What follows belongs to an exercise in optimizing a design on an open flow for small area; a production flow would make more cautious choices.
Only simulation tests tie the RTL to the original design; equivalence was not proved.
Power and IR drop assume default switching activity.

==> inputs of v1 <==
==> flow/design.v <==
module bs_hold (
  input  logic q,
  input  logic k,
  input  logic d,
  input  logic w,
  output logic n
);
  assign n = (q & k) | (d & w);
endmodule
module bs_pick3 (
  input  logic [2:0] d,
  input  logic [2:0] s,
  output logic       y_n
);
  assign y_n = !(|(d & s));
endmodule
module bs_pick1 (
  input  logic d,
  input  logic s,
  output logic y_n
);
  assign y_n = !(d & s);
endmodule
module bs_nand4 (
  input  logic [3:0] a,
  output logic       y
);
  assign y = !(&a);
endmodule
module bs_nand2 (
  input  logic [1:0] a,
  output logic       y
);
  assign y = !(&a);
endmodule
module block_stager #(
  parameter int NUM_BUFS   = 2,
  parameter int BLOCK_SIZE = 256,
  parameter int DATA_W     = 8,
  parameter int ADDR_W     = 24,
  parameter logic [ADDR_W-1:0] BASE_ADDR = '0
) (
  input  logic                          clk,
  input  logic                          n_rst,
  input  logic [DATA_W-1:0]             in_data,
  input  logic                          in_valid,
  output logic                          in_ready,
  input  logic                          flush,
  output logic                          blk_valid,
  input  logic                          blk_ready,
  output logic [ADDR_W-1:0]             blk_addr,
  output logic [$clog2(BLOCK_SIZE):0]   blk_len,
  input  logic [$clog2(BLOCK_SIZE)-1:0] rd_addr,
  output logic [DATA_W-1:0]             rd_data,
  input  logic                          blk_release,
  output logic                          stream_done
);
  localparam logic [1:0] FREE     = 2'd0;
  localparam logic [1:0] FILLING  = 2'd1;
  localparam logic [1:0] READY    = 2'd2;
  localparam logic [1:0] DRAINING = 2'd3;
  localparam int GRP = 8;
  logic [1:0][1:0] bank_q, bank_d;
  logic            wr_q, wr_d;
  logic            rd_q, rd_d;
  logic            dr_q, dr_d;
  logic [7:0]      idx_q, idx_d;      
  logic [15:0]     blk_q, blk_d;      
  logic            rdy_q, rdy_d;
  logic            done_q, done_d;
  logic            end_q, end_d;      
  logic [7:0]      rdat_q, rdat_d;
  logic accept, draining, take, commit, all_free;
  always_comb begin
    bank_d = bank_q;
    wr_d   = wr_q;
    rd_d   = rd_q;
    dr_d   = dr_q;
    idx_d  = idx_q;
    blk_d  = blk_q;
    end_d  = end_q;
    commit = 1'b0;
    accept    = in_valid && rdy_q;
    draining  = bank_q[dr_q] == DRAINING;
    blk_valid = (bank_q[rd_q] == READY) && (!draining || blk_release);
    take      = blk_valid && blk_ready;
    if (draining && blk_release) bank_d[dr_q] = FREE;
    if (take) begin
      bank_d[rd_q] = DRAINING;
      dr_d  = rd_q;
      rd_d  = !rd_q;
      blk_d = blk_q + 16'd1;
    end
    if (accept) idx_d = idx_q + 8'd1;
    if (!end_q) begin
      if (accept && idx_q == 8'hff) begin
        commit = 1'b1;
      end else if (flush) begin
        if (accept || idx_q != 8'd0) commit = 1'b1;
        else if (bank_q[wr_q] == FILLING) bank_d[wr_q] = FREE;
      end
      if (flush) end_d = 1'b1;
    end
    if (commit) begin
      bank_d[wr_q] = READY;
      wr_d = !wr_q;
    end
    if (!end_d && bank_q[wr_d] == FREE) bank_d[wr_d] = FILLING;
    rdy_d = !end_d && (bank_d[wr_d] == FILLING);
    all_free = (bank_q[0] == FREE) && (bank_q[1] == FREE);
    done_d   = done_q || (end_q && all_free);
  end
  always_ff @(posedge clk or negedge n_rst) begin
    if (!n_rst) begin
      bank_q <= {FREE, FILLING};
      wr_q   <= 1'b0;
      rd_q   <= 1'b0;
      dr_q   <= 1'b0;
      idx_q  <= '0;
      blk_q  <= '0;
      rdy_q  <= 1'b1;
      done_q <= 1'b0;
      end_q  <= 1'b0;
    end else begin
      bank_q <= bank_d;
      wr_q   <= wr_d;
      rd_q   <= rd_d;
      dr_q   <= dr_d;
      idx_q  <= idx_d;
      blk_q  <= blk_d;
      rdy_q  <= rdy_d;
      done_q <= done_d;
      end_q  <= end_d;
    end
  end
  logic a_live_q, pend_q;
  logic rel_ok, copy;
  assign rel_ok = draining && blk_release;
  assign copy   = pend_q && (!a_live_q || rel_ok);
  always_ff @(posedge clk or negedge n_rst) begin
    if (!n_rst) begin
      a_live_q <= 1'b0;
      pend_q   <= 1'b0;
    end else begin
      a_live_q <= copy || (a_live_q && !rel_ok);
      pend_q   <= commit || (pend_q && !copy);
    end
  end
  logic [255:0][7:0]       a_q, a_d, b_q, b_d;
  logic [255:0]            wen;
  logic [256/GRP-1:0]      keep;
  logic                    a_keep, a_load;
  logic [255:0]            rsel;
  logic [7:0]              ok;      
  logic [15:0] whi, wlo;
  logic [15:0] rhi, rlo;
  always_comb begin
    for (int i = 0; i < 16; i++) begin
      whi[i] = accept && (idx_q[7:4] == 4'(i));
      wlo[i] = idx_q[3:0] == 4'(i);
      rhi[i] = rd_addr[7:4] == 4'(i);
      rlo[i] = rd_addr[3:0] == 4'(i);
    end
    for (int a = 0; a < 256; a++) begin
      wen[a]  = whi[a / 16] && wlo[a % 16];
      rsel[a] = rhi[a / 16] && rlo[a % 16];
    end
    for (int g = 0; g < 256 / GRP; g++) keep[g] = !wen[g * GRP];
    a_keep = !copy;
    a_load = copy;
  end
  always_ff @(posedge clk) begin
    a_q <= a_d;
    b_q <= b_d;
  end
  for (genvar a = 0; a < 256; a++) begin : g_row
    for (genvar k = 0; k < 8; k++) begin : g_bit
      bs_hold u_b (
        .q (b_q[a][k]),
        .k (keep[a / GRP]),
        .d (in_data[k]),
        .w (wen[a]),
        .n (b_d[a][k])
      );
      bs_hold u_a (
        .q (a_q[a][k]),
        .k (a_keep),
        .d (b_q[a][k]),
        .w (a_load),
        .n (a_d[a][k])
      );
    end
  end
  for (genvar k = 0; k < 8; k++) begin : g_rd
    logic [85:0] h1_n;   
    logic [21:0] h2;     
    for (genvar p = 0; p < 85; p++) begin : g_l1
      bs_pick3 u_g (
        .d   ({a_q[3*p+2][k], a_q[3*p+1][k], a_q[3*p][k]}),
        .s   (rsel[3*p+2:3*p]),
        .y_n (h1_n[p])
      );
    end
    bs_pick1 u_l1_last (.d (a_q[255][k]), .s (rsel[255]), .y_n (h1_n[85]));
    for (genvar p = 0; p < 21; p++) begin : g_l2
      bs_nand4 u_g (.a (h1_n[4*p+3:4*p]), .y (h2[p]));
    end
    bs_nand2 u_l2_last (.a (h1_n[85:84]), .y (h2[21]));
    assign ok[k] = |h2;
  end
  assign rdat_d = ok;
  always_ff @(posedge clk) rdat_q <= rdat_d;
  assign blk_addr    = {blk_q, 8'h00};
  assign blk_len     = (end_q && idx_q != 8'd0 && rd_q != wr_q) ? {1'b0, idx_q} : 9'd256;
  assign in_ready    = rdy_q;
  assign rd_data     = rdat_q;
  assign stream_done = done_q;
endmodule
==> flow/run.sh <==
#!/bin/bash
# synth_recipe.tcl (not shown) runs the flow's synth.tcl, then flattens the netlist and writes it again
# the make line also repeats each setting of config.mk as NAME=value (left out here)
make -C /OpenROAD-flow-scripts/flow DESIGN_CONFIG=/design/flow/config.mk WORK_HOME=/design/flow/orfs CLKGATE_MAP_FILE= SYNTH_SCRIPT=/design/flow/synth_recipe.tcl finish
==> flow/config.mk <==
export PLATFORM = sky130hd
export DESIGN_NAME = block_stager
export DESIGN_NICKNAME = block_stager
export VERILOG_FILES = /design/flow/design.v
export SDC_FILE = /design/flow/constraint.sdc
export NUM_CORES = 4
export LEC_CHECK = 0
export CAP_MARGIN = 20
export CORE_MARGIN = 2
export CORE_UTILIZATION = 62
export CTS_BUF_LIST = sky130_fd_sc_hd__clkbuf_16
export CTS_CLUSTER_DIAMETER = 100
export CTS_CLUSTER_SIZE = 22
export SLEW_MARGIN = 20
export SYNTH_HIERARCHICAL = 1
export SYNTH_MINIMUM_KEEP_SIZE = 0
==> flow/constraint.sdc <==
create_clock -name core_clock -period 5.0 [get_ports {clk}]
set_input_delay 1.0000 -clock core_clock [delete_from_list [all_inputs] [get_ports {clk}]]
set_output_delay 1.0000 -clock core_clock [all_outputs]
set_load 0.01 [all_outputs]
==> v21 (differences from v1) <==
CTS_CLUSTER_DIAMETER = 60   (was 100)
CTS_CLUSTER_SIZE = 20   (was 22)
SETUP_SLACK_MARGIN = 0.6   (was default)
==> v23 (differences from v1) <==
SETUP_SLACK_MARGIN = 0.4   (was default)
==> comparison <==
Clock power: v23 is smaller than v21 (about 6%). In synthesized area, v1 and v23 do not differ. Synthesized cell count is the same in v1 and v23. Utilization: v21 > v23 > v1. Against v21, the sequential share of layout area of v23 is higher by 0.33 points. Against v23, the setup slack of v1 is lower by 0.20 ns. v1 reached the layout checks and failed them: negative setup slack. v21 produced a clean layout. v23 passed the timing, DRC and antenna checks. First-iteration DRC count, highest first: v21, v1, v23.

separate check: timing with driven ports:
No port has a modelled driver above. Below, the same layouts with a new extraction and two added sets of constraints.
Step 1: set_driving_cell puts a clkbuf_16 on clk and a buf_2 on each other input, an assumption about the parent block.
Step 2, shift: input delay + t, output delay - t, t = (earliest + latest rising clock arrival at the registers) / 2. This alone moves slack from input paths to output paths.
Three values: no drivers, after step 1, after step 2; two values: the first two.
| run | t, ns | setup WS [ns] | worst register clock-pin slew, ns | worst data-port slew with drivers (ns) |
|---|---|---|---|---|
| v1 | 0.966 | -0.008 / 0.063 / -0.903 | 0.09 / 0.09 | 0.05 |
| v21 | 0.984 | 0.477 / 0.545 / -0.439 | 0.09 / 0.09 | 0.05 |
| v23 | 0.968 | 0.195 / 0.267 / -0.702 | 0.09 / 0.09 | 0.05 |
Met with ideal ports but missed after step 2: setup timing in v21 and v23. For v21, which loses most, drivers alone change the setup slack by +0.068 ns; drivers and shift together by -0.916 ns.
